From an optimization exercise on the open Yosys and OpenROAD flow, aimed at small area, a short achievable clock period and few clock cycles per item; shortcuts taken in it are not production practice. At most, simulation tests tie the RTL to the original design; equivalence was not proved. Power figures rest on the tool's default switching activity, not on a simulated workload.

## tundra
Design modrm_address_register_stack_unit, start of the top module:
module modrm_address_register_stack_unit (
  input  logic        clk_i,
  input  logic        rst_ni,
  input  logic        start,
  output logic        busy,
  input  logic [2:0]  op_i,
  input  logic [2:0]  reg_i,
  input  logic        wide_i,
  input  logic [15:0] value_i,
  input  logic [1:0]  mode_i,
  input  logic [2:0]  rm_i,
  input  logic [7:0]  disp_lo_i,
  input  logic [7:0]  disp_hi_i,
  output logic        done_o,
  output logic [15:0] read_data_o,
  output logic [15:0] address_o,
  output logic        is_register_o,
  output logic [1:0]  disp_bytes_o,
  output logic        stack_fault_o
);
  logic clr, vb, take;
  mars_ctrl u_ctrl (
    .clk_i  (clk_i),
    .rst_ni (rst_ni),
    .start  (start),
    .busy   (busy),
    .clr_o  (clr),
    .vb_o   (vb),
    .take_o (take),
    .done_o (done_o)
  );
  mars_dp u_dp (
    .clk_i         (clk_i),
    .rst_ni        (rst_ni),
    .clr_i         (clr),
    .vb_i          (vb),
    .take_i        (take),
    .op_i          (op_i),
    .reg_i         (reg_i),
    .wide_i        (wide_i),
    .value_i       (value_i),
    .mode_i        (mode_i),
    .rm_i          (rm_i),
    .disp_lo_i     (disp_lo_i),
    .disp_hi_i     (disp_hi_i),
    .read_data_o   (read_data_o),
    .address_o     (address_o),
    .is_register_o (is_register_o),
    .disp_bytes_o  (disp_bytes_o),
    .stack_fault_o (stack_fault_o)
  );
endmodule
==> flow/config.mk <==
export PLATFORM = sky130hd
export DESIGN_NAME = modrm_address_register_stack_unit
export DESIGN_NICKNAME = modrm_address_register_stack_unit
export VERILOG_FILES = /design/flow/design.v
export SDC_FILE = /design/flow/constraint.sdc
export NUM_CORES = 4
export LEC_CHECK = 0
export CAP_MARGIN = 20
export CORE_MARGIN = 2
export CORE_UTILIZATION = 55
export CTS_CLUSTER_DIAMETER = 80
export CTS_CLUSTER_SIZE = 25
export SETUP_SLACK_MARGIN = 5
export SLEW_MARGIN = 20
==> flow/constraint.sdc <==
create_clock -name core_clock -period 8.0 [get_ports {clk_i}]
set_input_delay 1.6000 -clock core_clock [delete_from_list [all_inputs] [get_ports {clk_i}]]
set_output_delay 1.6000 -clock core_clock [all_outputs]
set_load 0.01 [all_outputs]
standard.sh (not shown) runs the stock make flow with config.mk's settings and CLKGATE_MAP_FILE= SYNTH_SCRIPT=/design/flow/synth_recipe.tcl, a recipe that flattens the netlist after the stock synthesis.
==> flow/flow/run.sh <==
#!/bin/bash
set -euo pipefail
bash standard.sh \
  MATCH_CELL_FOOTPRINT=0 \
  "BUFFER_PORTS_ARGS=-buffer_cell sky130_fd_sc_hd__buf_4" \
  finish > standard_flow.log 2>&1
For zinc, these inputs were changed with respect to tundra:
--- a/flow/design.v
+++ b/flow/design.v
@@ -172,13 +172,12 @@
     end
   end
   logic [15:0] x_c, y_c, z_c;
   logic [1:0]  db_c;
   logic        isr_c, flt_c, pop_c, wide_c, a0_c, ea_c, rd_c;
   logic [7:0]  weh_e_c, weh_o_c;
-  logic [15:0] wel_e_c, wel_o_c;
   logic [6:0]  ie_c, io_c;
   always_ff @(posedge clk_i or negedge rst_ni) begin
     if (!rst_ni) begin
       x_c <= 16'd0;
     end else begin
       x_c <= x_b;
@@ -195,28 +194,20 @@
     rd_c   <= rd_q;
     a0_c   <= a0_b;
     ie_c   <= ie_b;
     io_c   <= io_b;
     weh_e_c <= (push_ok & (~a0_b | wide_q)) ? 8'(1) << ie_b[6:4] : 8'd0;
     weh_o_c <= (push_ok & (a0_b | wide_q)) ? 8'(1) << io_b[6:4] : 8'd0;
-    wel_e_c <= 16'(1) << ie_b[3:0];
-    wel_o_c <= 16'(1) << io_b[3:0];
   end
   logic [1023:0] bank_e, bank_o;
-  logic [7:0]  grp_e, grp_o;
-  logic [15:0] row_e, row_o;
-  assign grp_e = weh_e_c | {8{clr_i}};
-  assign grp_o = weh_o_c | {8{clr_i}};
-  assign row_e = wel_e_c | {16{clr_i}};
-  assign row_o = wel_o_c | {16{clr_i}};
   for (genvar i = 0; i < 128; i++) begin : g_stack
     always_ff @(posedge clk_i) begin
-      if (grp_e[i / 16] && row_e[i % 16]) begin
+      if (clr_i || (weh_e_c[i / 16] && ie_c[3:0] == 4'(i % 16))) begin
         bank_e[8*i +: 8] <= x_c[7:0];
       end
-      if (grp_o[i / 16] && row_o[i % 16]) begin
+      if (clr_i || (weh_o_c[i / 16] && io_c[3:0] == 4'(i % 16))) begin
         bank_o[8*i +: 8] <= x_c[15:8];
       end
     end
   end
   assign z_c = x_c + y_c;
   logic [1:0] db_d;
Results
- Between zinc and tundra, share of the cycle needed by the critical path after routing is lower for zinc, tundra comes in above that.
- Changes observed in zinc relative to tundra: sum of met2 wire segment lengths after detailed routing saw an increase; gate count after technology mapping saw a decrease; final total power saw a decrease; combinational group share of total power saw an increase.
- Share of the final layout cell area in sequential cells in zinc is 0.52 points below tundra.
- Average via count per standard cell ends up higher on zinc.
- Sort zinc and tundra by die area asc -> top: zinc
- [compare] base=tundra new=zinc: post-synthesis to final-layout area growth grew by 1.0 points; cell area after layout held steady; post-layout minimum cycle time shrank by 0.092 ns.
Testbench counts of zinc, summed over its fixed seeds: cycles 32,040, items 32,000.
Only the layout flow was run in tundra; the RTL was not checked for function there.


Another version of the RTL of modrm_address_register_stack_unit (not shown whole).
Size in the first run: roughly 2400 flip-flops, ~85 I/O pins, about 0.094 mm2 of cells after synthesis.
Design modrm_address_register_stack_unit, start of the top module:
module modrm_address_register_stack_unit (
  input  logic        clk_i,
  input  logic        rst_ni,
  input  logic        start,
  output logic        busy,
  input  logic [2:0]  op_i,
  input  logic [2:0]  reg_i,
  input  logic        wide_i,
  input  logic [15:0] value_i,
  input  logic [1:0]  mode_i,
  input  logic [2:0]  rm_i,
  input  logic [7:0]  disp_lo_i,
  input  logic [7:0]  disp_hi_i,
  output logic        done_o,
  output logic [15:0] read_data_o,
  output logic [15:0] address_o,
  output logic        is_register_o,
  output logic [1:0]  disp_bytes_o,
  output logic        stack_fault_o
);
clock: 8.0 ns
lec_check: 0
cap_margin: 20
core_margin: 2
core_utilization: 55
cts_cluster_diameter: 80
cts_cluster_size: 25
setup_slack_margin: 5
slew_margin: 20
Scripts as last shown in full above: flow/flow/run.sh
Rerun with:
--- a/flow/design.v
+++ b/flow/design.v
@@ -167,57 +167,51 @@
       x_b = ea_s;
     end else if (rd_q) begin
       x_b = wide_q ? rv : hib_q ? {8'd0, rv[15:8]} : {8'd0, rv[7:0]};
     end else begin
       x_b = 16'd0;
     end
   end
   logic [15:0] x_c, y_c, z_c;
   logic [1:0]  db_c;
   logic        isr_c, flt_c, pop_c, wide_c, a0_c, ea_c, rd_c;
-  logic        we_e_c, we_o_c;
   logic [7:0]  weh_e_c, weh_o_c;
-  logic [15:0] wel_e_c, wel_o_c;
   logic [6:0]  ie_c, io_c;
   always_ff @(posedge clk_i or negedge rst_ni) begin
     if (!rst_ni) begin
       x_c <= 16'd0;
     end else begin
       x_c <= x_b;
     end
   end
   always_ff @(posedge clk_i) begin
     y_c    <= y_b;
     db_c   <= db_q;
     isr_c  <= isr_q;
     flt_c  <= fault_b;
     pop_c  <= pop_ok;
     wide_c <= wide_q;
     ea_c   <= ea_q;
     rd_c   <= rd_q;
     a0_c   <= a0_b;
     ie_c   <= ie_b;
     io_c   <= io_b;
-    we_e_c  <= push_ok & (~a0_b | wide_q);
-    we_o_c  <= push_ok & (a0_b | wide_q);
-    weh_e_c <= 8'(1) << ie_b[6:4];
-    weh_o_c <= 8'(1) << io_b[6:4];
-    wel_e_c <= 16'(1) << ie_b[3:0];
-    wel_o_c <= 16'(1) << io_b[3:0];
+    weh_e_c <= (push_ok & (~a0_b | wide_q)) ? 8'(1) << ie_b[6:4] : 8'd0;
+    weh_o_c <= (push_ok & (a0_b | wide_q)) ? 8'(1) << io_b[6:4] : 8'd0;
   end
   logic [1023:0] bank_e, bank_o;
   logic [7:0]  grp_e, grp_o;
   logic [15:0] row_e, row_o;
-  assign grp_e = (weh_e_c & {8{we_e_c}}) | {8{clr_i}};
-  assign grp_o = (weh_o_c & {8{we_o_c}}) | {8{clr_i}};
-  assign row_e = wel_e_c | {16{clr_i}};
-  assign row_o = wel_o_c | {16{clr_i}};
+  assign grp_e = weh_e_c | {8{clr_i}};
+  assign grp_o = weh_o_c | {8{clr_i}};
+  assign row_e = (16'(1) << ie_c[3:0]) | {16{clr_i}};
+  assign row_o = (16'(1) << io_c[3:0]) | {16{clr_i}};
   for (genvar i = 0; i < 128; i++) begin : g_stack
     always_ff @(posedge clk_i) begin
       if (grp_e[i / 16] && row_e[i % 16]) begin
         bank_e[8*i +: 8] <= x_c[7:0];
       end
       if (grp_o[i / 16] && row_o[i % 16]) begin
         bank_o[8*i +: 8] <= x_c[15:8];
       end
     end
   end
Die area goes down by 0.55%.
Core utilization came out higher by 0.11 points.
Hold slack gets better by 14 ps.
Clock skew is about the same.
Register-to-register slack degrades by 70 ps.
Worst setup slack degrades by 68 ps.
Synthesized area shrinks by 0.55%.
Function was not checked in any run of this note: the RTL went through the layout flow alone.

==> separate check: timing with driven ports <==
No port has a modelled driver above. Below, the same layouts with a new extraction and two added sets of constraints.
Step 1 sets driving cells, clkbuf_16 on the clock port and buf_2 on the other inputs (assumed; they add their load-dependent delay and slew).
Step 2 adds t to the input delays and takes it off the output delays; t is the mean of the earliest and latest rising clock arrival at the registers after step 1. Input paths then give back, and output paths get back, about the clock's delay inside the block.
Three values: no drivers, after step 1, after step 2; two values: the first two.
run	t (ns)	setup slack, ns	latest minus earliest clock arrival (ns)	slew at the worst register clock pin (ns)	cell pins on the clock port's net
tundra	0.884	4.975 / 4.975 / 4.578	0.033 / 0.034	0.10 / 0.10	1
zinc	0.868	5.067 / 4.981 / 4.370	0.031 / 0.032	0.11 / 0.11	1
the first run of note 2	0.863	4.997 / 4.985 / 4.458	0.034 / 0.035	0.10 / 0.10	1
the second run of note 2	0.869	4.929 / 4.929 / 4.322	0.032 / 0.033	0.10 / 0.10	1
After both steps setup and hold are still met in every run listed. For zinc, which loses most, drivers alone change the setup slack by -0.086 ns; drivers and shift together by -0.697 ns.
